What follows belongs to an exercise in optimizing a design on an open flow for small area, a short achievable clock period and few clock cycles per item; a production flow would make more cautious choices.
The RTL was checked by simulation tests, not by an equivalence proof against the original design.

==> design/flow/constraint.sdc <==
create_clock -name core_clock -period 8.5 [get_ports {clk}]
set_input_delay 1.7000 -clock core_clock [delete_from_list [all_inputs] [get_ports {clk}]]
set_output_delay 1.7000 -clock core_clock [all_outputs]
set_load 0.01 [all_outputs]
==> design/flow/config.mk <==
export PLATFORM = sky130hd
export DESIGN_NAME = credit_flow_control_table
export DESIGN_NICKNAME = credit_flow_control_table
export VERILOG_FILES = /design/flow/design.v
export SDC_FILE = /design/flow/constraint.sdc
export NUM_CORES = 4
export LEC_CHECK = 0
export CAP_MARGIN = 20
export CORE_MARGIN = 2
export CORE_UTILIZATION = 40
export SLEW_MARGIN = 20
==> design/flow/run.sh <==
#!/bin/bash
# synth_recipe.tcl (not shown) runs the flow's synth.tcl, then flattens the netlist and writes it again
# the make line also repeats each setting of config.mk as NAME=value (left out here)
make -C /OpenROAD-flow-scripts/flow DESIGN_CONFIG=/design/flow/config.mk WORK_HOME=/design/flow/orfs CLKGATE_MAP_FILE= SYNTH_SCRIPT=/design/flow/synth_recipe.tcl finish
==> design/flow/design.v <==
package cfct_pkg;
    localparam int PEERS_DEF = 16;
    localparam int VCS_DEF   = 4;
    localparam int KIND_W    = 3;
    localparam int PEER_W    = 4;
    localparam int VC_W      = 2;
    localparam int CNT_W     = 16;
    localparam int NVC_W     = 3;
    localparam int CFG_IDX_W = 3;
    localparam int IN_DATA_W  = 40;
    localparam int IN_USER_W  = KIND_W;
    localparam int OUT_DATA_W = 72;
    localparam logic [KIND_W-1:0] KIND_ADD_PEER     = 3'd0;
    localparam logic [KIND_W-1:0] KIND_CONSUME      = 3'd1;
    localparam logic [KIND_W-1:0] KIND_CHECK        = 3'd2;
    localparam logic [KIND_W-1:0] KIND_ADD_CREDITS  = 3'd3;
    localparam logic [KIND_W-1:0] KIND_RECEIVE      = 3'd4;
    localparam logic [KIND_W-1:0] KIND_CREDIT_RET   = 3'd5;
    localparam logic [CFG_IDX_W-1:0] CFG_LINK_ENABLE  = 3'd0;
    localparam logic [CFG_IDX_W-1:0] CFG_DYNAMIC_MODE = 3'd1;
    localparam logic [CFG_IDX_W-1:0] CFG_BASE_CREDIT  = 3'd2;
    localparam logic [CFG_IDX_W-1:0] CFG_BYTES_PER_CR = 3'd3;
    localparam logic [CFG_IDX_W-1:0] CFG_BATCH_SIZE   = 3'd4;
    localparam logic [CFG_IDX_W-1:0] CFG_INIT_CREDITS = 3'd5;
    localparam logic [CFG_IDX_W-1:0] CFG_NUM_VCS      = 3'd6;
    localparam logic [CNT_W-1:0] RST_BASE_CREDIT  = 16'd1;
    localparam logic [CNT_W-1:0] RST_BYTES_PER_CR = 16'd256;
    localparam logic [CNT_W-1:0] RST_BATCH_SIZE   = 16'd1;
    localparam logic [CNT_W-1:0] RST_INIT_CREDITS = 16'd20;
    localparam logic [NVC_W-1:0] RST_NUM_VCS      = 3'd4;
    localparam int DIV_STEPS = CNT_W;
    localparam int DIV_CNT_W = $clog2(DIV_STEPS);
    localparam int OUT_OK_LSB     = 0;
    localparam int OUT_NEED_LSB   = 1;
    localparam int OUT_TX_LSB     = 17;
    localparam int OUT_PEND_LSB   = 33;
    localparam int OUT_SEND_LSB   = 49;
    localparam int OUT_SENT_LSB   = 50;
    function automatic logic [CNT_W-1:0] sat_add(input logic [CNT_W-1:0] a,
                                                 input logic [CNT_W-1:0] b);
        logic [CNT_W:0] s;
        s = {1'b0, a} + {1'b0, b};
        sat_add = s[CNT_W] ? {CNT_W{1'b1}} : s[CNT_W-1:0];
    endfunction
endpackage
module cfct_ceil_div (
    input  logic                      clk,
    input  logic                      rst_n,
    input  logic                      start,
    input  logic [cfct_pkg::CNT_W-1:0] dividend,
    input  logic [cfct_pkg::CNT_W-1:0] divisor,
    output logic                      done,
    output logic [cfct_pkg::CNT_W-1:0] quotient
);
    logic                 busy_reg;
    logic                 done_reg;
    logic [cfct_pkg::DIV_CNT_W-1:0] cnt_reg;
    logic [cfct_pkg::CNT_W:0]       rem_reg;
    logic [cfct_pkg::CNT_W-1:0]     quo_reg;
    logic [cfct_pkg::CNT_W-1:0]     div_reg;
    logic [cfct_pkg::CNT_W:0]       rem_shift;
    logic                 fits;
    assign rem_shift = {rem_reg[cfct_pkg::CNT_W-1:0], quo_reg[cfct_pkg::CNT_W-1]};
    assign fits      = rem_shift >= {1'b0, div_reg};
    always_ff @(posedge clk or negedge rst_n)
    begin
        if (!rst_n)
        begin
            busy_reg <= 1'b0;
            done_reg <= 1'b0;
            cnt_reg  <= '0;
        end
        else
        begin
            done_reg <= 1'b0;
            if (start)
            begin
                busy_reg <= 1'b1;
                cnt_reg  <= '0;
            end
            else if (busy_reg)
            begin
                cnt_reg <= cnt_reg + 1'b1;
                if (cnt_reg == cfct_pkg::DIV_CNT_W'(cfct_pkg::DIV_STEPS - 1))
                begin
                    busy_reg <= 1'b0;
                    done_reg <= 1'b1;
                end
            end
        end
    end
    always_ff @(posedge clk)
    begin
        if (start)
        begin
            rem_reg <= '0;
            quo_reg <= dividend;
            div_reg <= (divisor == '0) ? cfct_pkg::CNT_W'(1) : divisor;
        end
        else if (busy_reg)
        begin
            rem_reg <= fits ? (rem_shift - {1'b0, div_reg}) : rem_shift;
            quo_reg <= {quo_reg[cfct_pkg::CNT_W-2:0], fits};
        end
    end
    assign quotient = quo_reg + cfct_pkg::CNT_W'(rem_reg != '0);
    assign done     = done_reg;
endmodule
module credit_flow_control_table #(
    parameter int PEERS = cfct_pkg::PEERS_DEF,
    parameter int VCS   = cfct_pkg::VCS_DEF
) (
    input  logic                              clk,
    input  logic                              rst_n,
    input  logic                              s_axis_tvalid,
    output logic                              s_axis_tready,
    input  logic [cfct_pkg::IN_DATA_W-1:0]    s_axis_tdata,
    input  logic [cfct_pkg::IN_USER_W-1:0]    s_axis_tuser,
    output logic                              m_axis_tvalid,
    input  logic                              m_axis_tready,
    output logic [cfct_pkg::OUT_DATA_W-1:0]   m_axis_tdata,
    input  logic                              cfg_valid,
    output logic                              cfg_ready,
    input  logic [cfct_pkg::CFG_IDX_W-1:0]    cfg_index,
    input  logic [cfct_pkg::CNT_W-1:0]        cfg_data
);
    localparam int ENTRIES = PEERS * VCS;
    localparam int IDX_W   = (ENTRIES > 1) ? $clog2(ENTRIES) : 1;
    localparam int VCNT_W  = $clog2(VCS + 1);
    localparam int ENTRY_W = 2 * cfct_pkg::CNT_W + 1;
    localparam logic [2:0] ST_CLEAR = 3'd0;
    localparam logic [2:0] ST_IDLE  = 3'd1;
    localparam logic [2:0] ST_DIV   = 3'd2;
    localparam logic [2:0] ST_EXEC  = 3'd3;
    localparam logic [2:0] ST_PEER  = 3'd4;
    localparam logic [2:0] ST_PUSH  = 3'd5;
    logic [2:0]  state_reg;
    logic [2:0]  state_next;
    logic             link_enable_reg;
    logic             dynamic_mode_reg;
    logic [cfct_pkg::CNT_W-1:0] base_credit_reg;
    logic [cfct_pkg::CNT_W-1:0] bytes_per_credit_reg;
    logic [cfct_pkg::CNT_W-1:0] batch_size_reg;
    logic [cfct_pkg::CNT_W-1:0] initial_credits_reg;
    logic [cfct_pkg::NVC_W-1:0] num_vcs_reg;
    logic [cfct_pkg::KIND_W-1:0] kind_in;
    logic [cfct_pkg::PEER_W-1:0] peer_in;
    logic [cfct_pkg::VC_W-1:0]   vc_in;
    logic [cfct_pkg::CNT_W-1:0]  size_in;
    logic [cfct_pkg::CNT_W-1:0]  credits_in;
    logic              inside_in;
    logic [IDX_W-1:0]  idx_in;
    logic              in_fire;
    logic              pkt_kind_in;
    logic [cfct_pkg::KIND_W-1:0] kind_reg;
    logic [cfct_pkg::PEER_W-1:0] peer_reg;
    logic [cfct_pkg::VC_W-1:0]   vc_reg;
    logic [cfct_pkg::CNT_W-1:0]  credits_reg;
    logic              inside_reg;
    logic [IDX_W-1:0]  idx_reg;
    logic [ENTRY_W-1:0] mem [ENTRIES];
    logic [ENTRY_W-1:0] rd_data_reg;
    logic               mem_we;
    logic [IDX_W-1:0]   mem_waddr;
    logic [ENTRY_W-1:0] mem_wdata;
    logic [IDX_W-1:0]   clr_addr_reg;
    logic [VCNT_W-1:0] vcnt_reg;
    logic [VCNT_W-1:0] lim_reg;
    logic [VCNT_W-1:0] lim;
    logic [cfct_pkg::CNT_W-1:0]  load_reg;
    logic [cfct_pkg::CNT_W-1:0]  load;
    logic             div_start;
    logic             div_done;
    logic [cfct_pkg::CNT_W-1:0] div_quot;
    logic             ent_valid;
    logic [cfct_pkg::CNT_W-1:0] ent_tx;
    logic [cfct_pkg::CNT_W-1:0] ent_ret;
    logic             pkt_kind;
    logic [cfct_pkg::CNT_W-1:0] needed;
    logic             grant;
    logic             exec_ok;
    logic [cfct_pkg::CNT_W-1:0] exec_tx;
    logic [cfct_pkg::CNT_W-1:0] exec_pend;
    logic             exec_send;
    logic [cfct_pkg::CNT_W-1:0] exec_sent;
    logic             res_ok_reg;
    logic [cfct_pkg::CNT_W-1:0] res_need_reg;
    logic [cfct_pkg::CNT_W-1:0] res_tx_reg;
    logic [cfct_pkg::CNT_W-1:0] res_pend_reg;
    logic             res_send_reg;
    logic [cfct_pkg::CNT_W-1:0] res_sent_reg;
    logic             out_valid_reg;
    logic [cfct_pkg::OUT_DATA_W-1:0] out_data_reg;
    logic             out_load;
    assign kind_in    = s_axis_tuser[cfct_pkg::KIND_W-1:0];
    assign peer_in    = s_axis_tdata[3:0];
    assign vc_in      = s_axis_tdata[5:4];
    assign size_in    = s_axis_tdata[21:6];
    assign credits_in = s_axis_tdata[37:22];
    assign inside_in  = (int'(peer_in) < PEERS) && (int'(vc_in) < VCS);
    assign idx_in     = inside_in ? IDX_W'(int'(peer_in) * VCS + int'(vc_in)) : '0;
    assign in_fire    = s_axis_tvalid && s_axis_tready;
    assign pkt_kind_in = (kind_in == cfct_pkg::KIND_CONSUME) || (kind_in == cfct_pkg::KIND_CHECK) ||
                         (kind_in == cfct_pkg::KIND_RECEIVE);
    assign div_start  = in_fire && pkt_kind_in && dynamic_mode_reg;
    assign s_axis_tready = (state_reg == ST_IDLE);
    assign cfg_ready     = 1'b1;
    always_ff @(posedge clk or negedge rst_n)
    begin
        if (!rst_n)
        begin
            link_enable_reg      <= 1'b0;
            dynamic_mode_reg     <= 1'b1;
            base_credit_reg      <= cfct_pkg::RST_BASE_CREDIT;
            bytes_per_credit_reg <= cfct_pkg::RST_BYTES_PER_CR;
            batch_size_reg       <= cfct_pkg::RST_BATCH_SIZE;
            initial_credits_reg  <= cfct_pkg::RST_INIT_CREDITS;
            num_vcs_reg          <= cfct_pkg::RST_NUM_VCS;
        end
        else if (cfg_valid)
        begin
            case (cfg_index)
                cfct_pkg::CFG_LINK_ENABLE:  link_enable_reg      <= cfg_data[0];
                cfct_pkg::CFG_DYNAMIC_MODE: dynamic_mode_reg     <= cfg_data[0];
                cfct_pkg::CFG_BASE_CREDIT:  base_credit_reg      <= cfg_data;
                cfct_pkg::CFG_BYTES_PER_CR: bytes_per_credit_reg <= cfg_data;
                cfct_pkg::CFG_BATCH_SIZE:   batch_size_reg       <= cfg_data;
                cfct_pkg::CFG_INIT_CREDITS: initial_credits_reg  <= cfg_data;
                cfct_pkg::CFG_NUM_VCS:      num_vcs_reg          <= cfg_data[cfct_pkg::NVC_W-1:0];
                default:          ;
            endcase
        end
    end
    cfct_ceil_div u_div (
        .clk      (clk),
        .rst_n    (rst_n),
        .start    (div_start),
        .dividend (size_in),
        .divisor  (bytes_per_credit_reg),
        .done     (div_done),
        .quotient (div_quot)
    );
    always_ff @(posedge clk)
    begin
        if (in_fire)
        begin
            kind_reg    <= kind_in;
            peer_reg    <= peer_in;
            vc_reg      <= vc_in;
            credits_reg <= credits_in;
            inside_reg  <= inside_in;
            idx_reg     <= idx_in;
        end
    end
    always_ff @(posedge clk)
    begin
        if (mem_we)
        begin
            mem[mem_waddr] <= mem_wdata;
        end
        if (in_fire)
        begin
            rd_data_reg <= mem[idx_in];
        end
    end
    assign ent_valid = rd_data_reg[ENTRY_W-1];
    assign ent_tx    = rd_data_reg[2*cfct_pkg::CNT_W-1:cfct_pkg::CNT_W];
    assign ent_ret   = rd_data_reg[cfct_pkg::CNT_W-1:0];
    assign pkt_kind = (kind_reg == cfct_pkg::KIND_CONSUME) || (kind_reg == cfct_pkg::KIND_CHECK) ||
                      (kind_reg == cfct_pkg::KIND_RECEIVE);
    always_comb
    begin
        if (!pkt_kind)
        begin
            needed = '0;
        end
        else if (dynamic_mode_reg && (div_quot >= base_credit_reg))
        begin
            needed = div_quot;
        end
        else
        begin
            needed = base_credit_reg;
        end
    end
    assign load = (credits_reg != '0) ? credits_reg : initial_credits_reg;
    assign lim  = (int'(num_vcs_reg) < VCS) ? VCNT_W'(num_vcs_reg) : VCNT_W'(VCS);
    assign grant = ent_valid && (ent_tx >= needed);
    always_comb
    begin
        exec_ok   = 1'b0;
        exec_tx   = ent_tx;
        exec_pend = ent_ret;
        exec_send = 1'b0;
        exec_sent = '0;
        case (kind_reg)
            cfct_pkg::KIND_ADD_PEER:
            begin
                if (int'(vc_reg) < int'(lim))
                begin
                    exec_tx   = load;
                    exec_pend = '0;
                end
            end
            cfct_pkg::KIND_CONSUME:
            begin
                exec_ok = grant;
                if (grant)
                begin
                    exec_tx = ent_tx - needed;
                end
            end
            cfct_pkg::KIND_CHECK:
            begin
                exec_ok = grant;
            end
            cfct_pkg::KIND_ADD_CREDITS:
            begin
                exec_tx = cfct_pkg::sat_add(ent_tx, credits_reg);
            end
            cfct_pkg::KIND_RECEIVE:
            begin
                if (link_enable_reg)
                begin
                    exec_pend = cfct_pkg::sat_add(ent_ret, needed);
                end
            end
            cfct_pkg::KIND_CREDIT_RET:
            begin
                if (link_enable_reg && (ent_ret >= batch_size_reg))
                begin
                    exec_send = 1'b1;
                    exec_sent = ent_ret;
                    exec_pend = '0;
                end
            end
            default: ;
        endcase
        if (!inside_reg)
        begin
            exec_ok   = 1'b0;
            exec_tx   = '0;
            exec_pend = '0;
            exec_send = 1'b0;
            exec_sent = '0;
        end
    end
    always_comb
    begin
        mem_we    = 1'b0;
        mem_waddr = idx_reg;
        mem_wdata = {1'b1, exec_tx, exec_pend};
        case (state_reg)
            ST_CLEAR:
            begin
                mem_we    = 1'b1;
                mem_waddr = clr_addr_reg;
                mem_wdata = '0;
            end
            ST_EXEC:
            begin
                if (inside_reg)
                begin
                    case (kind_reg)
                        cfct_pkg::KIND_CONSUME:     mem_we = grant;
                        cfct_pkg::KIND_ADD_CREDITS: mem_we = (credits_reg != '0);
                        cfct_pkg::KIND_RECEIVE:     mem_we = link_enable_reg;
                        cfct_pkg::KIND_CREDIT_RET:  mem_we = exec_send;
                        default:          mem_we = 1'b0;
                    endcase
                    mem_wdata = {ent_valid | (kind_reg == cfct_pkg::KIND_ADD_CREDITS),
                                 exec_tx, exec_pend};
                end
            end
            ST_PEER:
            begin
                mem_we    = 1'b1;
                mem_waddr = IDX_W'(int'(peer_reg) * VCS + int'(vcnt_reg));
                mem_wdata = {1'b1, load_reg, {cfct_pkg::CNT_W{1'b0}}};
            end
            default: ;
        endcase
    end
    assign out_load = (state_reg == ST_PUSH) && (!out_valid_reg || m_axis_tready);
    always_comb
    begin
        state_next = state_reg;
        case (state_reg)
            ST_CLEAR:
            begin
                if (clr_addr_reg == IDX_W'(ENTRIES - 1))
                begin
                    state_next = ST_IDLE;
                end
            end
            ST_IDLE:
            begin
                if (in_fire)
                begin
                    state_next = div_start ? ST_DIV : ST_EXEC;
                end
            end
            ST_DIV:
            begin
                if (div_done)
                begin
                    state_next = ST_EXEC;
                end
            end
            ST_EXEC:
            begin
                if (inside_reg && (kind_reg == cfct_pkg::KIND_ADD_PEER) && (lim != '0))
                begin
                    state_next = ST_PEER;
                end
                else
                begin
                    state_next = ST_PUSH;
                end
            end
            ST_PEER:
            begin
                if (vcnt_reg == lim_reg - 1'b1)
                begin
                    state_next = ST_PUSH;
                end
            end
            ST_PUSH:
            begin
                if (out_load)
                begin
                    state_next = ST_IDLE;
                end
            end
            default: state_next = ST_IDLE;
        endcase
    end
    always_ff @(posedge clk or negedge rst_n)
    begin
        if (!rst_n)
        begin
            state_reg    <= ST_CLEAR;
            clr_addr_reg <= '0;
            vcnt_reg     <= '0;
        end
        else
        begin
            state_reg <= state_next;
            if (state_reg == ST_CLEAR)
            begin
                clr_addr_reg <= clr_addr_reg + 1'b1;
            end
            if (state_reg == ST_EXEC)
            begin
                vcnt_reg <= '0;
            end
            else if (state_reg == ST_PEER)
            begin
                vcnt_reg <= vcnt_reg + 1'b1;
            end
        end
    end
    always_ff @(posedge clk)
    begin
        if (state_reg == ST_EXEC)
        begin
            lim_reg      <= lim;
            load_reg     <= load;
            res_ok_reg   <= exec_ok;
            res_need_reg <= needed;
            res_tx_reg   <= exec_tx;
            res_pend_reg <= exec_pend;
            res_send_reg <= exec_send;
            res_sent_reg <= exec_sent;
        end
    end
    always_ff @(posedge clk or negedge rst_n)
    begin
        if (!rst_n)
        begin
            out_valid_reg <= 1'b0;
        end
        else if (out_load)
        begin
            out_valid_reg <= 1'b1;
        end
        else if (m_axis_tready)
        begin
            out_valid_reg <= 1'b0;
        end
    end
    always_ff @(posedge clk)
    begin
        if (out_load)
        begin
            out_data_reg <= {{(cfct_pkg::OUT_DATA_W - cfct_pkg::OUT_SENT_LSB - cfct_pkg::CNT_W){1'b0}},
                             res_sent_reg, res_send_reg, res_pend_reg,
                             res_tx_reg, res_need_reg, res_ok_reg};
        end
    end
    assign m_axis_tvalid = out_valid_reg;
    assign m_axis_tdata  = out_data_reg;
endmodule
==> run summary <==
==> metrics by stage <==
step,hold slack (ns),worst slack [ns]
after floorplan,0.400,-0.864
after global placement,0.406,0.666
after CTS,0.412,0.627
after detailed placement,0.405,0.653
after global routing,0.415,0.148
final,0.416,0.520
==> layer usage <==
metal,vias to the layer above,routed length [um],part of all wire,GRT usage
met2,1662,112000,0.47,0.296
li1,20333,-,-,-
met1,25807,103000,0.43,0.274
met4,2,4300,0.018,0.0413
met3,273,18300,0.077,0.0402
met5,-,11,0.000046,0
==> cell type report <==
cell class / count / area, um2
Fill cell: 20303 / 132000
Clock inverter: 157 / 1420
Timing Repair Buffer: 312 / 3510
Multi-Input combinational cell: 1966 / 24600
Clock buffer: 278 / 6100
Sequential cell: 2458 / 73200
Tap cell: 3220 / 4030
Inverter: 82 / 308
Antenna cell: 4 / 10.0
==> cells by family (layout without fill, tap and decap cells) <==
logic type / after synthesis / after routing / synth area share
flops: 2458 / 2458 / 0.743
compound gates: 412 / 412 / 0.0269
simple gates: 588 / 588 / 0.0284
mux: 777 / 777 / 0.167
buf+inv: 314 / 829 / 0.0140
other cells: 2 / 11 / 0.0000762
xor+xnor: 73 / 73 / 0.00649
fa+ha+maj: 109 / 109 / 0.0141
==> worst paths after layout <==
check	end	slack, ns	cells past startpoint
min in group asynchronous	out_valid_reg$_DFFE_PN0P_	0.83	1
max in group asynchronous	initial_credits_reg[0]$_DFFE_PN0P_	6.51	2
min reg2reg	out_data_reg[61]$_DFFE_PP_	0.42	0
max	mem[48][1]$_DFFE_PP_	0.52	29
max reg2reg	mem[48][1]$_DFFE_PP_	0.52	29
min	out_data_reg[61]$_DFFE_PP_	0.42	0
==> cell usage in the layout (no fill, tap or decap), types with 41 or more instances in the layout <==
cell type,synthesis,layout
clkbuf_16,0,237
a21o_1,51,50
inv_1,81,81
a21oi_1,108,106
clkinv_2,0,55
edfxtp_1,2353,2353
nor3_1,69,41
dfrtp_1,81,81
mux2_2,61,61
mux4_2,686,686
o21ai_0,103,103
nand2_1,196,196
buf_4,24,115
xnor2_1,46,46
ha_1,105,105
clkdlybuf4s50_1,0,125
nor2_1,123,84
clkinv_1,0,50
buf_12,0,66
==> worst max-delay path, delay by kind of cell, from the launching register on <==
| kind | cells | cell delay (ns) |
|---|---|---|
| compound gates | 9 | 1.85 |
| xor+xnor | 1 | 0.21 |
| fa+ha+maj | 4 | 1.23 |
| buf+inv | 2 | 0.59 |
| flops | 1 | 0.34 |
| mux | 1 | 0.36 |
| simple gates | 12 | 3.05 |
==> report_power, final <==
group	internal, uW	total, uW	switching [uW]
sequential	16000	16400	428
clock	5690	10200	4550
combinational	2000	6680	4690
==> flow_metrics.py <==
metrics = {
    "worst_setup_path": {
        "crit_slowest_cell": "nor4_2",
        "path_common_cell": "ha_1",
        "required_ns": 9.04,
        "cpPeakStageDelay_ns": 0.76,
        "start_kind": "register",
        "cp_max_fo": 33,
        "end_kind": "register",
        "crit_start": "u_div.rem_reg[1]$_SDFFE_PP0P_",
        "worstSetupPathType": "reg2reg",
        "r2r_start": "u_div.rem_reg[1]$_SDFFE_PP0P_",
        "worstPathArrival_ns": 8.53,
    },
    "power_and_ir_drop": {
        "power.density_nw_per_um2": 295,
        "fin_total_pwr_uw": 33400,
        "p_leak_uw": 0.0364,
        "ir_worst_vdd_uv": 239,
    },
    "grt": {
        "grt_pass1_vias": 48730,
        "grt_overflow_total": 0,
        "antenna_found_initial": 19,
        "grt_pass1_wl_mm": 345,
        "track_usage": 0.189,
        "grt_max_degree": 97,
    },
    "synthesis": {
        "synth.cells.most_frequent": "2,353 x edfxtp_1, 686 x mux4_2, 196 x nand2_1",
        "synthDistinctLibCells": 81,
        "ys_warn_count": 2,
        "syn_area_um2": 98500,
        "synth-edff-count": 2353,
        "synth_area_per_cell_um2": 20.8,
        "ys_ff_latch": 2458,
        "synth_top_area_share": 0.717,
        "synthTopCellsByArea": "edfxtp_1 72%, mux4_2 16%, dfrtp_1 2.1%",
        "synthFlopType": "edfxtp_1",
        "synth_top_cell_by_area": "edfxtp_1",
        "synth.most_common_cell": "edfxtp_1",
        "ys_seq_area_frac": 0.743,
        "async_flop_share": 0.0358,
        "syn_inst": 4733,
    },
    "detailed_routing": {
        "routedWlPerCell_um": 28.1,
        "dr.pass1.iters": 8,
        "antenna_left": 0,
        "drt_iter0_markers": 5507,
        "route.detailed.drc": 0,
        "vias_per_cell": 5.67,
        "vias": 48077,
        "drt-total-wl_mm": 238,
    },
    "clocking": {
        "htree_levels": 4,
        "root_buffer": "clkbuf_16",
        "cts_buffer_depth": 3,
        "clock_sinks": 2458,
        "clk_latency_ns": 0.88,
        "post_cts_resized": 0,
        "cts_tree": "yes",
        "cts_buffers": 235,
        "holdBufCountCts": 0,
        "clk_pin_slew_worst_paths_ns": 0.06,
        "postCtsSetupRepairBufs": 0,
    },
    "place": {
        "place_inst": 8037,
        "place_area_um2": 106000,
        "port_buffers": 132,
        "place_hpwl_mm": 142,
        "gp_congestion": 0.869,
    },
    "sta": {
        "relSlewSlack": 0.339,
        "worst_clock_skew_ns": 0.0747,
        "tightest_slew_ns": 0.989,
        "fmax_mhz": 125,
        "slew_viol_final": 0,
        "rsz0062_at_grt": "no",
        "period_needed_ns": 7.98,
        "hold_violations": 0,
        "finalSetupViolCount": 0,
        "fin_crit_sh": 0.939,
        "setup_tns_ns": 0,
    },
    "cells_and_area": {
        "drive_gt1_frac": 0.267,
        "utilization": 0.461,
        "layout.cells.non_filler": 8477,
        "area_growth_pct": 14.9,
        "final_area_um2": 113000,
        "final_nets": 5231,
        "largest_reg_flops": 2112,
    },
    "die": {
        "die_x_um": 500,
        "die_y_um": 500,
        "coreArea_um2": 245000,
        "die_area_um2": 250000,
        "top_level_ports": 142,
        "rows": 182,
        "initial_core_util": 0.401,
    },
    "status": {
        "status": "finished clean",
    },
    "worst_hold_path": {
        "worstHoldStart": "res_sent_reg[11]$_SDFFCE_PN0P_",
        "min_path_type": "reg2reg",
    },
    "run": {
        "drv_cap": 0,
    },
}
Testbench counts, summed over its fixed seeds: cycles 88,195, requests 8,000.

-- afterwards: timing with drivers on the ports --
No port has a modelled driver above. Below, the same layout with a new extraction and two added sets of constraints. Step 1: set_driving_cell puts a clkbuf_16 on clk and a buf_2 on each other input, an assumption about the parent block. Step 2 adds t to the input delays and takes it off the output delays; t is the mean of the earliest and latest rising clock arrival at the registers after step 1. Input paths then give back, and output paths get back, about the clock's delay inside the block. Three values: ideal, step 1, step 2; two values: the first two.
t (ns): 0.930
setup WS [ns]: 0.520 / 0.520 / 0.520
worst data-port slew with drivers (ns): 0.07
After both steps setup and hold are still met in this run. The setup slack of this run moves by 0.000 ns with the drivers and by 0.000 ns with both steps.
